This is an optimization exercise on Yosys and OpenROAD, whose aim is small area, a short achievable clock period and few clock cycles per item, not a production implementation. Function was checked by simulation only, so behaviour that the tests miss may differ from the original. Power and IR drop assume default switching activity.

Setup of v6:
==> flow/design.v (excerpt) <==
module ordered_table_insert_remove_search #(
	parameter int DEPTH = otis_pkg::DEPTH_DEF
) (
	input  logic           clk,
	input  logic           arst_n,
	input  logic           req_valid,
	output logic           req_stall,
	input  otis_pkg::req_t req_data,
	output logic           res_valid,
	input  logic           res_stall,
	output otis_pkg::res_t res_data
);
	localparam int N  = 16;
	localparam int KW = otis_pkg::KEY_W;
	localparam int PW = otis_pkg::PAY_W;
	logic           v_q;              
	logic [KW-1:0]  rkey_q;           
	logic [PW-1:0]  rpay_q;
	logic           t_ins_q, t_rd_q, t_wr_q, t_find_q, t_rat_q, t_rk_q;
	logic           t_rdx_q;          
	logic [N-1:0]   rsel_q;           
	logic [N-1:0]   nsel_q;           
	logic           p16_q;            
	logic [N-1:0]   pge_q;            
	logic [N-1:0]   pre_q;            
	logic [KW-1:0]  key_q [N];
	logic [PW-1:0]  pay_q [N];
	logic [4:0]     cnt_q;
	logic [N-1:0]   vld_q;            
	logic           o_v, s_v;
	otis_pkg::res_t o_q, s_q, r;
	logic           fire;
	logic stall_q;                    
	assign fire      = v_q & ~s_v;
	assign req_stall = stall_q;
	logic          pos_lt_cnt, pos_le_cnt, full;
	logic          ins_ok, rd_ok, wr_ok, rat_ok, rk_ok, rem_ok, hit;
	logic [N-1:0]  pre, first, ns, up, dn, en, en_e, en_k;
	logic          rkf;
	logic [3:0]    fenc;
	logic [4:0]    cnt_nxt;
	logic [KW-1:0] okey;
	logic [PW-1:0] opay;
	assign full       = cnt_q[4];
	assign pos_lt_cnt = |(rsel_q & vld_q);
	assign pos_le_cnt = nsel_q[0] | |(nsel_q[N-1:1] & vld_q[N-2:0]) | (p16_q & vld_q[N-1]);
	logic t_rdx;
	assign t_rdx  = t_rdx_q;
	assign ins_ok = t_ins_q & pos_le_cnt & ~full;
	assign rd_ok  = (t_rd_q | t_wr_q | t_rat_q) & pos_lt_cnt;
	assign wr_ok  = t_wr_q & pos_lt_cnt;
	assign rat_ok = t_rat_q & pos_lt_cnt;
	always_comb begin
		pre = pre_q;
		for (int i = 0; i < N; i++) begin
			first[i] = pre[i] & ((i > 0) ? ~pre[(i > 0) ? i - 1 : 0] : 1'b1) & vld_q[i];
		end
		fenc = '0;
		for (int i = 0; i < N; i++) if (first[i]) fenc = fenc | 4'(i);
	end
	assign hit    = |(pre & vld_q);
	assign rk_ok  = t_rk_q & hit;
	assign rem_ok = rat_ok | rk_ok;
	assign rkf    = fire & t_rk_q;
	always_comb begin
		for (int i = 0; i < N; i++) begin
			ns[i] = nsel_q[i];
			up[i] = t_ins_q & ~nsel_q[i];
  ...
Size in the first run: roughly 5400 cells after synthesis, ~1000 flip-flops, roughly 120 I/O pins, about 49000 um2 of cells after synthesis.
clock: 5.5 ns
lec_check: 0
cap_margin: 20
cell_pad_in_sites_detail_placement: 1
cell_pad_in_sites_global_placement: 2
core_margin: 2
core_utilization: 30
cts_buf_list: sky130_fd_sc_hd__clkbuf_8
place_density: 0.45
setup_slack_margin: 3.0
slew_margin: 20
tns_end_percent: 5
standard.sh (not shown) runs the stock make flow with config.mk's settings and CLKGATE_MAP_FILE= SYNTH_SCRIPT=/design/flow/synth_recipe.tcl, a recipe that flattens the netlist after the stock synthesis.
==> flow/flow/run.sh <==
#!/bin/bash
# The standard layout (the standard.sh, standard synthesis included) with three changes:
# the port buffers are buf_4 cells instead of the delay-style buffers buffer_ports picks by
# default; resizing may change a cell's footprint; and global routing is offered less of
# met1/met2 (flow/fastroute.tcl), which eases detailed routing of this wire-heavy design.
# Each step's full log stays in orfs/logs/ of this folder; make's own output goes to
# make.log here.
set -euo pipefail
cd "$(dirname "$0")/.."
bash standard.sh MATCH_CELL_FOOTPRINT=0 \
	"BUFFER_PORTS_ARGS=-buffer_cell sky130_fd_sc_hd__buf_4" \
	"FASTROUTE_TCL=$PWD/flow/fastroute.tcl" finish > make.log 2>&1
==> flow/flow/fastroute.tcl <==
# Global routing layers as the platform sets them, with less of met1 and met2 offered to
# global routing so that more signal wiring goes to met3 and met4, easing detailed routing.
set_global_routing_layer_adjustment $::env(MIN_ROUTING_LAYER)-$::env(MAX_ROUTING_LAYER) 0.2
set_global_routing_layer_adjustment met1 0.6
set_global_routing_layer_adjustment met2 0.5

set_routing_layers -clock $::env(MIN_CLK_ROUTING_LAYER)-$::env(MAX_ROUTING_LAYER)
set_routing_layers -signal $::env(MIN_ROUTING_LAYER)-$::env(MAX_ROUTING_LAYER)
Testbench counts of v6, summed over its fixed seeds: cycles 4,816, items 4,800.
Setup changes, v6 to v7
Settings: putting CTS_CLUSTER_SIZE at 20 where nothing was set; clearing CTS_BUF_LIST, which used to be sky130_fd_sc_hd__clkbuf_8; putting CTS_CLUSTER_DIAMETER at 100 where nothing was set.
Results
- Of the two values seen for capture point of the critical path, o_q[6] was produced by v7 and o_q[24] by v6.
- Number of remaining DRC errors came out exactly the same in v6 and v7.
- Going from v6 to v7, the final period demand of the worst path was found to have gone up by 100 ps.
- Proportion of power drawn by combinational gates sits higher in v7 than in v6.
- Comparing v6 and v7, relative area of non-clock buffer cells in the final design is higher on v7.
- The portion of total power attributed to sequential cells of v7 exceeds that of v6 by 3.3 points.
- The area added between synthesis and finish in v7 sits 3.6 points below the value recorded for v6.
- Between v6 and v7, the difference in global-route usage is negligible.
- v7 against v6; total power is down by a little under 10%.

[static timing again, ports no longer ideal]
How much do the figures lean on ideal ports? The routed layouts below were timed once more, with nothing changed but the port constraints. Step 1 assumes that a clkbuf_16 drives the clock port and a buf_2 every other input. Step 2 adds t to the input delays and takes it off the output delays; t is the mean of the earliest and latest rising clock arrival at the registers after step 1. Input paths then give back, and output paths get back, about the clock's delay inside the block. a / b / c = ideal / step 1 / step 2; a / b = the first two.
run	shift t [ns]	slack for setup (ns)	worst hold slack (ns)	pins driven straight from the clock port
v6	1.066	2.618 / 2.558 / 1.703	0.275 / 0.228 / 0.444	1
v7	0.851	2.518 / 2.518 / 1.797	0.215 / 0.151 / 0.447	1
After both steps every run listed still meets setup and hold. For v6, which loses most, drivers alone change the setup slack by -0.060 ns; drivers and shift together by -0.915 ns.
